From an optimization exercise on the open Yosys and OpenROAD flow, aimed at small area, a short achievable clock period and few clock cycles; shortcuts taken in it are not production practice.
Function was checked by simulation only, so behaviour that the tests miss may differ from the original.
Power and IR drop assume default switching activity.

==> flow/design.v <==
`timescale 1ns/1ps
`default_nettype none
package round_trip_pkg;
    localparam int data_w = 32;
    localparam int host_addr_w = 64;
    localparam int reg_addr_w = 12;
    localparam int words = 8;
    localparam int word_idx_w = 3;
    localparam logic [host_addr_w-1:0] bytes_per_word = 4;
    localparam logic [reg_addr_w-1:0] reg_ctrl = 12'h000;
    localparam logic [reg_addr_w-1:0] reg_base_lo = 12'h018;
    localparam logic [reg_addr_w-1:0] reg_base_hi = 12'h01C;
    localparam int ctrl_start_bit = 0;
    localparam int ctrl_done_bit = 1;
    localparam int ctrl_idle_bit = 2;
    localparam logic [1:0] phase_idle = 2'd0;
    localparam logic [1:0] phase_fetch = 2'd1;
    localparam logic [1:0] phase_writeback = 2'd2;
endpackage
`default_nettype wire
`timescale 1ns/1ps
`default_nettype none
module ctrl_regs (
    input  wire ACLK,
    input  wire ARESET,
    input  wire s_axi_arvalid,
    output logic s_axi_arready,
    input  wire [round_trip_pkg::reg_addr_w-1:0] s_axi_araddr,
    output logic s_axi_rvalid,
    input  wire s_axi_rready,
    output logic [round_trip_pkg::data_w-1:0] s_axi_rdata,
    input  wire s_axi_awvalid,
    output logic s_axi_awready,
    input  wire [round_trip_pkg::reg_addr_w-1:0] s_axi_awaddr,
    input  wire s_axi_wvalid,
    output logic s_axi_wready,
    input  wire [round_trip_pkg::data_w-1:0] s_axi_wdata,
    output logic s_axi_bvalid,
    input  wire s_axi_bready,
    input  wire done,
    output logic start,
    output logic [round_trip_pkg::host_addr_w-1:0] base
);
    logic rvalid_q;
    logic [round_trip_pkg::reg_addr_w-1:0] raddr_q;
    logic [round_trip_pkg::data_w-1:0] rdata_q;
    logic w_pend;
    logic b_pend;
    logic [round_trip_pkg::reg_addr_w-1:0] waddr_q;
    logic start_q;
    logic done_q;
    logic idle_q;
    logic [round_trip_pkg::data_w-1:0] base_lo_q;
    logic [round_trip_pkg::data_w-1:0] base_hi_q;
    logic [round_trip_pkg::data_w-1:0] status;
    logic ar_hs;
    logic r_hs;
    logic aw_hs;
    logic w_hs;
    logic b_hs;
    assign ar_hs = s_axi_arvalid && s_axi_arready;
    assign r_hs = s_axi_rvalid && s_axi_rready;
    assign aw_hs = s_axi_awvalid && s_axi_awready;
    assign w_hs = s_axi_wvalid && s_axi_wready;
    assign b_hs = s_axi_bvalid && s_axi_bready;
    assign s_axi_arready = !rvalid_q;
    assign s_axi_rvalid = rvalid_q;
    assign s_axi_rdata = rdata_q;
    assign s_axi_awready = !w_pend && !b_pend;
    assign s_axi_wready = w_pend;
    assign s_axi_bvalid = b_pend;
    assign start = start_q;
    assign base = {base_hi_q, base_lo_q};
    always_comb begin
        status = '0;
        status[round_trip_pkg::ctrl_start_bit] = start_q;
        status[round_trip_pkg::ctrl_done_bit] = done_q;
        status[round_trip_pkg::ctrl_idle_bit] = idle_q;
    end
    always_ff @(posedge ACLK) begin
        if (ARESET) begin
            rvalid_q <= 1'b0;
        end else if (ar_hs) begin
            rvalid_q <= 1'b1;
        end else if (r_hs) begin
            rvalid_q <= 1'b0;
        end
    end
    always_ff @(posedge ACLK) begin
        if (ar_hs) begin
            raddr_q <= s_axi_araddr;
            case (s_axi_araddr)
                round_trip_pkg::reg_ctrl: rdata_q <= status;
                round_trip_pkg::reg_base_lo: rdata_q <= base_lo_q;
                round_trip_pkg::reg_base_hi: rdata_q <= base_hi_q;
                default: rdata_q <= '0;
            endcase
        end
    end
    always_ff @(posedge ACLK) begin
        if (ARESET) begin
            w_pend <= 1'b0;
            b_pend <= 1'b0;
        end else if (aw_hs) begin
            w_pend <= 1'b1;
        end else if (w_hs) begin
            w_pend <= 1'b0;
            b_pend <= 1'b1;
        end else if (b_hs) begin
            b_pend <= 1'b0;
        end
    end
    always_ff @(posedge ACLK) begin
        if (aw_hs) begin
            waddr_q <= s_axi_awaddr;
        end
    end
    always_ff @(posedge ACLK) begin
        if (ARESET) begin
            start_q <= 1'b0;
            done_q <= 1'b0;
            idle_q <= 1'b1;
            base_lo_q <= '0;
            base_hi_q <= '0;
        end else begin
            if (done) begin
                start_q <= 1'b0;
            end else if (w_hs && waddr_q == round_trip_pkg::reg_ctrl && s_axi_wdata[round_trip_pkg::ctrl_start_bit]) begin
                start_q <= 1'b1;
            end
            if (done) begin
                done_q <= 1'b1;
            end else if (r_hs && raddr_q == round_trip_pkg::reg_ctrl
                         && rdata_q[round_trip_pkg::ctrl_done_bit]) begin
                done_q <= 1'b0;
            end
            if (done) begin
                idle_q <= 1'b1;
            end else if (start_q) begin
                idle_q <= 1'b0;
            end
            if (w_hs && waddr_q == round_trip_pkg::reg_base_lo) begin
                base_lo_q <= s_axi_wdata;
            end
            if (w_hs && waddr_q == round_trip_pkg::reg_base_hi) begin
                base_hi_q <= s_axi_wdata;
            end
        end
    end
endmodule
`default_nettype wire
`timescale 1ns/1ps
`default_nettype none
module transfer_sequencer (
    input  wire ACLK,
    input  wire ARESET,
    input  wire start,
    input  wire [round_trip_pkg::host_addr_w-1:0] base,
    output logic done,
    output logic fetch_go,
    input  wire fetch_finished,
    output logic wb_go,
    input  wire wb_finished,
    output logic [round_trip_pkg::host_addr_w-1:0] run_base,
    input wire [round_trip_pkg::word_idx_w-1:0] fetch_idx,
    input wire [round_trip_pkg::data_w-1:0] fetch_wdata,
    input wire fetch_we,
    input wire [round_trip_pkg::word_idx_w-1:0] wb_idx,
    input wire [round_trip_pkg::data_w-1:0] wb_wdata,
    input wire wb_we,
    output logic [round_trip_pkg::word_idx_w-1:0] buf_idx,
    output logic [round_trip_pkg::data_w-1:0] buf_wdata,
    output logic buf_we
);
    logic [1:0] phase;
    assign fetch_go = phase == round_trip_pkg::phase_idle && start;
    assign wb_go = phase == round_trip_pkg::phase_fetch && fetch_finished;
    assign done = phase == round_trip_pkg::phase_writeback && wb_finished;
    always_ff @(posedge ACLK) begin
        if (ARESET) begin
            phase <= round_trip_pkg::phase_idle;
        end else if (fetch_go) begin
            phase <= round_trip_pkg::phase_fetch;
        end else if (wb_go) begin
            phase <= round_trip_pkg::phase_writeback;
        end else if (done) begin
            phase <= round_trip_pkg::phase_idle;
        end
    end
    always_ff @(posedge ACLK) begin
        if (fetch_go) begin
            run_base <= base;
        end
    end
    always_comb begin
        buf_idx = '0;
        buf_wdata = '0;
        buf_we = 1'b0;
        case (phase)
            round_trip_pkg::phase_fetch: begin
                buf_idx = fetch_idx;
                buf_wdata = fetch_wdata;
                buf_we = fetch_we;
            end
            round_trip_pkg::phase_writeback: begin
                buf_idx = wb_idx;
                buf_wdata = wb_wdata;
                buf_we = wb_we;
            end
            default: begin
            end
        endcase
    end
endmodule
`default_nettype wire
`timescale 1ns/1ps
`default_nettype none
module fetch_engine (
    input  wire ACLK,
    input  wire ARESET,
    input  wire go,
    input  wire [round_trip_pkg::host_addr_w-1:0] base,
    output logic finished,
    output logic m_axi_arvalid,
    input  wire m_axi_arready,
    output logic [round_trip_pkg::host_addr_w-1:0] m_axi_araddr,
    input  wire m_axi_rvalid,
    output logic m_axi_rready,
    input  wire [round_trip_pkg::data_w-1:0] m_axi_rdata,
    output logic [round_trip_pkg::word_idx_w-1:0] buf_idx,
    output logic [round_trip_pkg::data_w-1:0] buf_wdata,
    output logic buf_we
);
    logic [round_trip_pkg::word_idx_w-1:0] idx;
    logic [round_trip_pkg::host_addr_w-1:0] offset;
    logic r_hs;
    assign r_hs = m_axi_rvalid && m_axi_rready;
    assign offset = idx * round_trip_pkg::bytes_per_word;
    assign m_axi_araddr = base + offset;
    assign buf_idx = idx;
    assign buf_wdata = m_axi_rdata;
    assign buf_we = r_hs;
    always_ff @(posedge ACLK) begin
        if (ARESET) begin
            idx <= '0;
            m_axi_arvalid <= 1'b0;
            m_axi_rready <= 1'b0;
            finished <= 1'b0;
        end else begin
            finished <= 1'b0;
            if (go) begin
                idx <= '0;
                m_axi_arvalid <= 1'b1;
            end else if (m_axi_arvalid && m_axi_arready) begin
                m_axi_arvalid <= 1'b0;
                m_axi_rready <= 1'b1;
            end else if (r_hs) begin
                m_axi_rready <= 1'b0;
                if (idx == 3'(round_trip_pkg::words - 1)) begin
                    finished <= 1'b1;
                end else begin
                    idx <= idx + 1'b1;
                    m_axi_arvalid <= 1'b1;
                end
            end
        end
    end
endmodule
`default_nettype wire
`timescale 1ns/1ps
`default_nettype none
module writeback_engine (
    input  wire ACLK,
    input  wire ARESET,
    input  wire go,
    input  wire [round_trip_pkg::host_addr_w-1:0] base,
    output logic finished,
    output logic m_axi_awvalid,
    input  wire m_axi_awready,
    output logic [round_trip_pkg::host_addr_w-1:0] m_axi_awaddr,
    output logic m_axi_wvalid,
    input  wire m_axi_wready,
    output logic [round_trip_pkg::data_w-1:0] m_axi_wdata,
    input  wire m_axi_bvalid,
    output logic m_axi_bready,
    output logic [round_trip_pkg::word_idx_w-1:0] buf_idx,
    output logic [round_trip_pkg::data_w-1:0] buf_wdata,
    output logic buf_we,
    input wire [round_trip_pkg::data_w-1:0] buf_rdata
);
    logic [round_trip_pkg::word_idx_w-1:0] idx;
    logic [round_trip_pkg::host_addr_w-1:0] offset;
    assign offset = idx * round_trip_pkg::bytes_per_word;
    assign m_axi_awaddr = base + offset;
    assign buf_idx = idx;
    assign buf_wdata = '0;
    assign buf_we = 1'b0;
    assign m_axi_wdata = buf_rdata;
    always_ff @(posedge ACLK) begin
        if (ARESET) begin
            idx <= '0;
            m_axi_awvalid <= 1'b0;
            m_axi_wvalid <= 1'b0;
            m_axi_bready <= 1'b0;
            finished <= 1'b0;
        end else begin
            finished <= 1'b0;
            if (go) begin
                idx <= '0;
                m_axi_awvalid <= 1'b1;
            end else if (m_axi_awvalid && m_axi_awready) begin
                m_axi_awvalid <= 1'b0;
                m_axi_wvalid <= 1'b1;
            end else if (m_axi_wvalid && m_axi_wready) begin
                m_axi_wvalid <= 1'b0;
                m_axi_bready <= 1'b1;
            end else if (m_axi_bvalid && m_axi_bready) begin
                m_axi_bready <= 1'b0;
                if (idx == 3'(round_trip_pkg::words - 1)) begin
                    finished <= 1'b1;
                end else begin
                    idx <= idx + 1'b1;
                    m_axi_awvalid <= 1'b1;
                end
            end
        end
    end
endmodule
`default_nettype wire
`timescale 1ns/1ps
`default_nettype none
module word_buffer (
    input wire ACLK,
    input wire [round_trip_pkg::word_idx_w-1:0] port_idx,
    input wire [round_trip_pkg::data_w-1:0] port_wdata,
    input wire port_we,
    output logic [round_trip_pkg::data_w-1:0] port_rdata
);
    logic [round_trip_pkg::data_w-1:0] mem [0:round_trip_pkg::words-1];
    always_ff @(posedge ACLK) begin
        if (port_we) begin
            mem[port_idx] <= port_wdata;
        end
    end
    assign port_rdata = mem[port_idx];
endmodule
`default_nettype wire
`timescale 1ns/1ps
`default_nettype none
module round_trip_top (
    input  wire ACLK,
    input  wire ARESET,
    input  wire s_axi_arvalid,
    output wire s_axi_arready,
    input  wire [round_trip_pkg::reg_addr_w-1:0] s_axi_araddr,
    output wire s_axi_rvalid,
    input  wire s_axi_rready,
    output wire [round_trip_pkg::data_w-1:0] s_axi_rdata,
    input  wire s_axi_awvalid,
    output wire s_axi_awready,
    input  wire [round_trip_pkg::reg_addr_w-1:0] s_axi_awaddr,
    input  wire s_axi_wvalid,
    output wire s_axi_wready,
    input  wire [round_trip_pkg::data_w-1:0] s_axi_wdata,
    output wire s_axi_bvalid,
    input  wire s_axi_bready,
    output wire m_axi_arvalid,
    input  wire m_axi_arready,
    output wire [round_trip_pkg::host_addr_w-1:0] m_axi_araddr,
    input  wire m_axi_rvalid,
    output wire m_axi_rready,
    input  wire [round_trip_pkg::data_w-1:0] m_axi_rdata,
    output wire m_axi_awvalid,
    input  wire m_axi_awready,
    output wire [round_trip_pkg::host_addr_w-1:0] m_axi_awaddr,
    output wire m_axi_wvalid,
    input  wire m_axi_wready,
    output wire [round_trip_pkg::data_w-1:0] m_axi_wdata,
    input  wire m_axi_bvalid,
    output wire m_axi_bready
);
    wire start;
    wire done;
    wire [round_trip_pkg::host_addr_w-1:0] base;
    wire [round_trip_pkg::host_addr_w-1:0] run_base;
    wire fetch_go;
    wire fetch_finished;
    wire wb_go;
    wire wb_finished;
    wire [round_trip_pkg::word_idx_w-1:0] fetch_idx;
    wire [round_trip_pkg::data_w-1:0] fetch_wdata;
    wire fetch_we;
    wire [round_trip_pkg::word_idx_w-1:0] wb_idx;
    wire [round_trip_pkg::data_w-1:0] wb_wdata;
    wire wb_we;
    wire [round_trip_pkg::word_idx_w-1:0] buf_idx;
    wire [round_trip_pkg::data_w-1:0] buf_wdata;
    wire buf_we;
    wire [round_trip_pkg::data_w-1:0] buf_rdata;
    ctrl_regs u_ctrl_regs (
        .ACLK(ACLK),
        .ARESET(ARESET),
        .s_axi_arvalid(s_axi_arvalid),
        .s_axi_arready(s_axi_arready),
        .s_axi_araddr(s_axi_araddr),
        .s_axi_rvalid(s_axi_rvalid),
        .s_axi_rready(s_axi_rready),
        .s_axi_rdata(s_axi_rdata),
        .s_axi_awvalid(s_axi_awvalid),
        .s_axi_awready(s_axi_awready),
        .s_axi_awaddr(s_axi_awaddr),
        .s_axi_wvalid(s_axi_wvalid),
        .s_axi_wready(s_axi_wready),
        .s_axi_wdata(s_axi_wdata),
        .s_axi_bvalid(s_axi_bvalid),
        .s_axi_bready(s_axi_bready),
        .done(done),
        .start(start),
        .base(base)
    );
    transfer_sequencer u_transfer_sequencer (
        .ACLK(ACLK),
        .ARESET(ARESET),
        .start(start),
        .base(base),
        .done(done),
        .fetch_go(fetch_go),
        .fetch_finished(fetch_finished),
        .wb_go(wb_go),
        .wb_finished(wb_finished),
        .run_base(run_base),
        .fetch_idx(fetch_idx),
        .fetch_wdata(fetch_wdata),
        .fetch_we(fetch_we),
        .wb_idx(wb_idx),
        .wb_wdata(wb_wdata),
        .wb_we(wb_we),
        .buf_idx(buf_idx),
        .buf_wdata(buf_wdata),
        .buf_we(buf_we)
    );
    fetch_engine u_fetch_engine (
        .ACLK(ACLK),
        .ARESET(ARESET),
        .go(fetch_go),
        .base(run_base),
        .finished(fetch_finished),
        .m_axi_arvalid(m_axi_arvalid),
        .m_axi_arready(m_axi_arready),
        .m_axi_araddr(m_axi_araddr),
        .m_axi_rvalid(m_axi_rvalid),
        .m_axi_rready(m_axi_rready),
        .m_axi_rdata(m_axi_rdata),
        .buf_idx(fetch_idx),
        .buf_wdata(fetch_wdata),
        .buf_we(fetch_we)
    );
    writeback_engine u_writeback_engine (
        .ACLK(ACLK),
        .ARESET(ARESET),
        .go(wb_go),
        .base(run_base),
        .finished(wb_finished),
        .m_axi_awvalid(m_axi_awvalid),
        .m_axi_awready(m_axi_awready),
        .m_axi_awaddr(m_axi_awaddr),
        .m_axi_wvalid(m_axi_wvalid),
        .m_axi_wready(m_axi_wready),
        .m_axi_wdata(m_axi_wdata),
        .m_axi_bvalid(m_axi_bvalid),
        .m_axi_bready(m_axi_bready),
        .buf_idx(wb_idx),
        .buf_wdata(wb_wdata),
        .buf_we(wb_we),
        .buf_rdata(buf_rdata)
    );
    word_buffer u_word_buffer (
        .ACLK(ACLK),
        .port_idx(buf_idx),
        .port_wdata(buf_wdata),
        .port_we(buf_we),
        .port_rdata(buf_rdata)
    );
endmodule
`default_nettype wire
==> flow/run.sh <==
#!/bin/bash
# synth_recipe.tcl (not shown) runs the flow's synth.tcl, then flattens the netlist and writes it again
# the make line also repeats each setting of config.mk as NAME=value (left out here)
make -C /OpenROAD-flow-scripts/flow DESIGN_CONFIG=/design/flow/config.mk WORK_HOME=/design/flow/orfs CLKGATE_MAP_FILE= SYNTH_SCRIPT=/design/flow/synth_recipe.tcl finish
==> flow/config.mk <==
export PLATFORM = sky130hd
export DESIGN_NAME = round_trip_top
export DESIGN_NICKNAME = round_trip_top
export VERILOG_FILES = /design/flow/design.v
export SDC_FILE = /design/flow/constraint.sdc
export NUM_CORES = 4
export LEC_CHECK = 0
export CAP_MARGIN = 20
export CORE_MARGIN = 2
export CORE_UTILIZATION = 40
export SLEW_MARGIN = 20
==> flow/constraint.sdc <==
create_clock -name core_clock -period 5.5 [get_ports {ACLK}]
set_input_delay 1.1000 -clock core_clock [delete_from_list [all_inputs] [get_ports {ACLK}]]
set_output_delay 1.1000 -clock core_clock [all_outputs]
set_load 0.01 [all_outputs]
==> impl_metrics.csv <==
group,metric,value,unit
clock_network,clk_latency,0.58,ns
worst_setup_path,ff2ff_setup_slack,1.94,ns
worst_setup_path,critical_path.slowest_cell,"nor3_2",
worst_setup_path,path_cells,"nand4_2 > nor3_2 > nand3_1 > or4_1 > xnor2_1 > clkdlybuf4s50_1",
clock_network,cts_sinks,461,
placement,gp_routability_congestion,0.979,
floorplan,core-area,0.0492,mm^2
finish,area_delta_synth_final,27.0,%
route,viasPerCell,5.41,
placement,portBuffers,301,
timing,timing.final.hold_violations,0,
route,drcViolationCount,0,
status,outcome,"finished clean",
worst_setup_path,r2r_start,"u_transfer_sequencer.phase[1]$_SDFFE_PP0P_",
synthesis,synth_nets,1639,
worst_setup_path,crit_buf_inv,1,
finish,multi_input_area,0.00646,mm^2
synthesis,postSynthAreaPerCell,13.1,um^2
timing,fin_crit_sh,92.5,%
timing,slew_headroom,32.4,%
worst_setup_path,critPathLaunchType,"flop",
synthesis,ys_ff_latch,461,
placement,place_ws,1.05,ns
timing,finalSetupViolCount,0,
timing,setup_tns,0,ns
clock_network,root_buffer,"clkbuf_16",
finish,drive_gt1_share,7.39,%
worst_setup_path,crit_end,"m_axi_awaddr[39]",
clock_network,cts_buffers,48,
placement,hpwlAfterDp,41600,um
floorplan,ios,302,
global_route,antenna_found_initial,4,
pwr,power.internal,5.92,mW
worst_setup_path,cp_slowest_stage_delay,0.79,ns
clock_network,postCtsResizedCells,0,
job,maxCapViolations,0,
timing,worstMarginPinSlew,1.01,ns
clock_network,cts.clk_slew.worst_paths,0.06,ns
worst_setup_path,critPathTopFamily,"simple AND/OR/NAND/NOR gates",
synthesis,synth-main-ff-cell,"edfxtp_1",
pwr,netSwitchingFraction,19.3,%
worst_setup_path,crit_cells,6,
route,drtAntennaViolNets,0,
route,dr.first_iter.drc_count,962,
finish,n_fill_cell,4197,
worst_setup_path,crit_required,4.40,ns
clock_network,cts.path.max_buffers,3,
floorplan,rows,81,
worst_setup_path,crit_arrival,3.99,ns
route,via_count,13641,
floorplan,fp.dieW,228,um
floorplan,start_util,40.7,%
finish,final_util,51.6,%
pwr,seqPwrFrac,51.3,%
timing,fin_ws,0.410,ns
clock_network,hold_buffers,0,
timing,fin_skew,0.0155,ns
pwr,p_leak,8.35,nW
min_path,hold_path.class,"flop to flop",
pwr,switching_power,1.42,mW
route,drt_wl_total,59300,um
pwr,vdd_drop_max,0.229,mV
clock_network,tritoncts,"yes",
pwr,total_power,7.34,mW
finish,finalNetCount,1931,
clock_network,post_cts_buffers,0,
timing,fin_crit,5.09,ns
clock_network,h-tree-depth,2,
timing,grt_setup_unrepaired,"no",
global_route,grt_max_degree,54,
floorplan,dieHeight,228,um
worst_setup_path,worstSetupPathType,"flop to primary output",
worst_setup_path,cp_max_fo,9,
route,dr.pass1.iters,7,
synthesis,yosysWarningCount,5,
synthesis,ys_types,61,
floorplan,fp.dieArea,0.0518,mm^2
synthesis,syn_inst,1524,
synthesis,synthesis.area,0.0200,mm^2
timing,slew_violations,0,
pwr,p_comb_share,2.2,%
global_route,grt_first_pass_wirelength,85200,um
synthesis,synth-edff-count,376,
timing,clock.fmax,0.196,GHz
global_route,track_usage,22.5,%
pwr,pwr_density_cell,289,mW/mm^2
global_route,grt_overflow,0,
synthesis,synth_seq_area_share,65.0,%
finish,seqCellArea,0.0130,mm^2
worst_setup_path,r2r_end,"u_word_buffer.mem[4][28]$_DFFE_PP_",
worst_setup_path,crit_start,"u_transfer_sequencer.run_base[5]$_DFFE_PP_",
route,routedWlPerCell,23.5,um
synthesis,ys_async_sr_fraction,0,%
worst_setup_path,endpoint_kind,"primary output",
worst_setup_path,rr_worst_depth,8,
global_route,grt_pass1_vias,13051,
pwr,p_clk_share,46.5,%
==> sequential cells by signal (all words and copies together), names as in the netlist, 2 cells and up <==
signal / flops
u_ctrl_regs.raddr_q: 12
u_ctrl_regs.base_hi_q: 32
u_writeback_engine.idx: 3
u_ctrl_regs.waddr_q: 12
u_fetch_engine.idx: 3
u_ctrl_regs.rdata_q: 32
u_transfer_sequencer.phase: 2
u_transfer_sequencer.run_base: 64
u_ctrl_regs.base_lo_q: 32
u_word_buffer.mem: 256
==> cell usage after synthesis, types with 6 or more instances <==
library cell | instances | area, um^2
mux2i_1 | 128 | 1280
nand4_1 | 35 | 219
a22o_1 | 32 | 280
o22a_1 | 31 | 272
nor2_1 | 81 | 304
nand2b_1 | 7 | 43.8
nand2_1 | 186 | 698
clkbuf_1 | 51 | 191
buf_6 | 12 | 135
and3_1 | 6 | 37.5
nand3_1 | 45 | 225
xnor2_1 | 57 | 499
edfxtp_1 | 376 | 11300
inv_1 | 20 | 75.1
dfxtp_1 | 85 | 1700
buf_4 | 6 | 45.0
xor2_1 | 65 | 569
and2_1 | 39 | 244
nor4_1 | 14 | 87.6
buf_2 | 20 | 100
ha_1 | 13 | 163
nor3_1 | 37 | 185
a21oi_1 | 80 | 400
o221ai_1 | 31 | 272
==> metrics by stage <==
stage	hold slack [ns]	cell area, um^2	cells
after CTS	0.456	25300	2517
after global routing	0.471	25400	2520
after detailed placement	0.442	23700	2429
after floorplan	0.430	20000	1524
final	0.449	25400	2520
after global placement	0.435	23700	2429
==> routing by layer <==
metal	routed length [um]	global-route usage, %	share of wire [%]
met5	27	0	0.046
met1	24800	29.4	42
met3	3870	4.10	6.5
met2	28800	37.6	49
met4	1780	7.76	3.0
==> power by group through the flow <==
| stage | clock [mW] | sequential (mW) | combinational (mW) |
|---|---|---|---|
| 2_1_floorplan | 0 | 3.84 | 0.0247 |
| 3_3_place_gp | 0 | 3.84 | 0.154 |
| 3_5_place_dp | 0 | 3.84 | 0.155 |
| 4_1_cts | 3.48 | 3.77 | 0.156 |
| 5_1_grt | 3.62 | 3.77 | 0.166 |
| 6_report | 3.41 | 3.77 | 0.159 |
==> cell usage in the layout (no fill, tap or decap), types with 4 or more instances in the layout <==
master	netlist	layout
a21o_1	4	4
a21oi_1	80	80
a221o_1	4	4
a22o_1	32	32
and2_1	39	38
and3_1	6	6
and4_1	4	4
buf_12	0	5
buf_4	6	28
bufinv_16	0	9
clkbuf_1	51	12
clkbuf_16	0	48
clkdlybuf4s50_1	0	300
clkinv_1	0	6
dfxtp_1	85	85
edfxtp_1	376	376
ha_1	13	13
inv_1	20	19
mux2i_1	128	128
nand2_1	186	186
nand2b_1	7	7
nand3_1	45	45
nand4_1	35	35
nor2_1	81	81
nor3_1	37	27
nor3_2	1	11
nor4_1	14	14
nor4_2	4	4
o21ai_0	4	4
o221ai_1	31	31
o22a_1	31	31
or4_1	4	4
xnor2_1	57	57
xor2_1	65	65
==> how the worst min path moves through the flow <==
stage                                                  endpoint  depth (start not counted)                                    from  slack (ns)
finish               u_transfer_sequencer.run_base[9]$_DFFE_PP_                          0   u_ctrl_regs.base_lo_q[9]$_SDFFE_PP0P_        0.45
global route        u_transfer_sequencer.run_base[16]$_DFFE_PP_                          0  u_ctrl_regs.base_lo_q[16]$_SDFFE_PP0P_        0.47
CTS                  u_transfer_sequencer.run_base[9]$_DFFE_PP_                          0   u_ctrl_regs.base_lo_q[9]$_SDFFE_PP0P_        0.46
detailed placement   u_transfer_sequencer.run_base[9]$_DFFE_PP_                          0   u_ctrl_regs.base_lo_q[9]$_SDFFE_PP0P_        0.44
global placement    u_transfer_sequencer.run_base[52]$_DFFE_PP_                          0  u_ctrl_regs.base_hi_q[20]$_SDFFE_PP0P_        0.44
floorplan           u_transfer_sequencer.run_base[10]$_DFFE_PP_                          0  u_ctrl_regs.base_lo_q[10]$_SDFFE_PP0P_        0.43
==> cells by family after synthesis <==
logic type	synth area share [%]
buffers and inverters	2.97
XOR/XNOR	5.35
AND/OR/NAND/NOR	12.3
flip-flops	65.0
adder cells (fa/ha/maj)	1.01
multiplexers	6.52
AO/OA/AOI/OAI	6.85
==> final cells by class <==
| type | count | area share (%) |
|---|---|---|
| well taps | 664 | 3.27 |
| repair buffers | 335 | 13.2 |
| clock buffers | 62 | 5.02 |
| multi-input cells | 950 | 25.5 |
| flip-flops and latches | 461 | 51.2 |
| clock inverters | 26 | 1.56 |
| diodes | 2 | 0.0197 |
| inverters | 20 | 0.296 |
Testbench counts, summed over its fixed seeds: cycles 17,856.

[re-timing with driven ports]
How much do the figures lean on ideal ports? The routed layout below was timed once more, with nothing changed but the port constraints.
Step 1 sets driving cells, clkbuf_16 on the clock port and buf_2 on the other inputs (assumed; they add their load-dependent delay and slew).
Step 2, shift: input delay + t, output delay - t, t = (earliest + latest rising clock arrival at the registers) / 2. This alone moves slack from input paths to output paths.
a / b / c = ideal ports / drivers / drivers and shift; a / b = the first two.
shift t [ns]: 0.631
setup slack, ns: 0.410 / 0.355 / 0.986
clock arrival spread, ns: 0.020 / 0.021
worst register clock-pin slew, ns: 0.07 / 0.07
worst data-port slew with drivers (ns): 0.11
After both steps this run still meets setup and hold. The setup slack of this run moves by -0.055 ns with the drivers and by +0.576 ns with both steps.
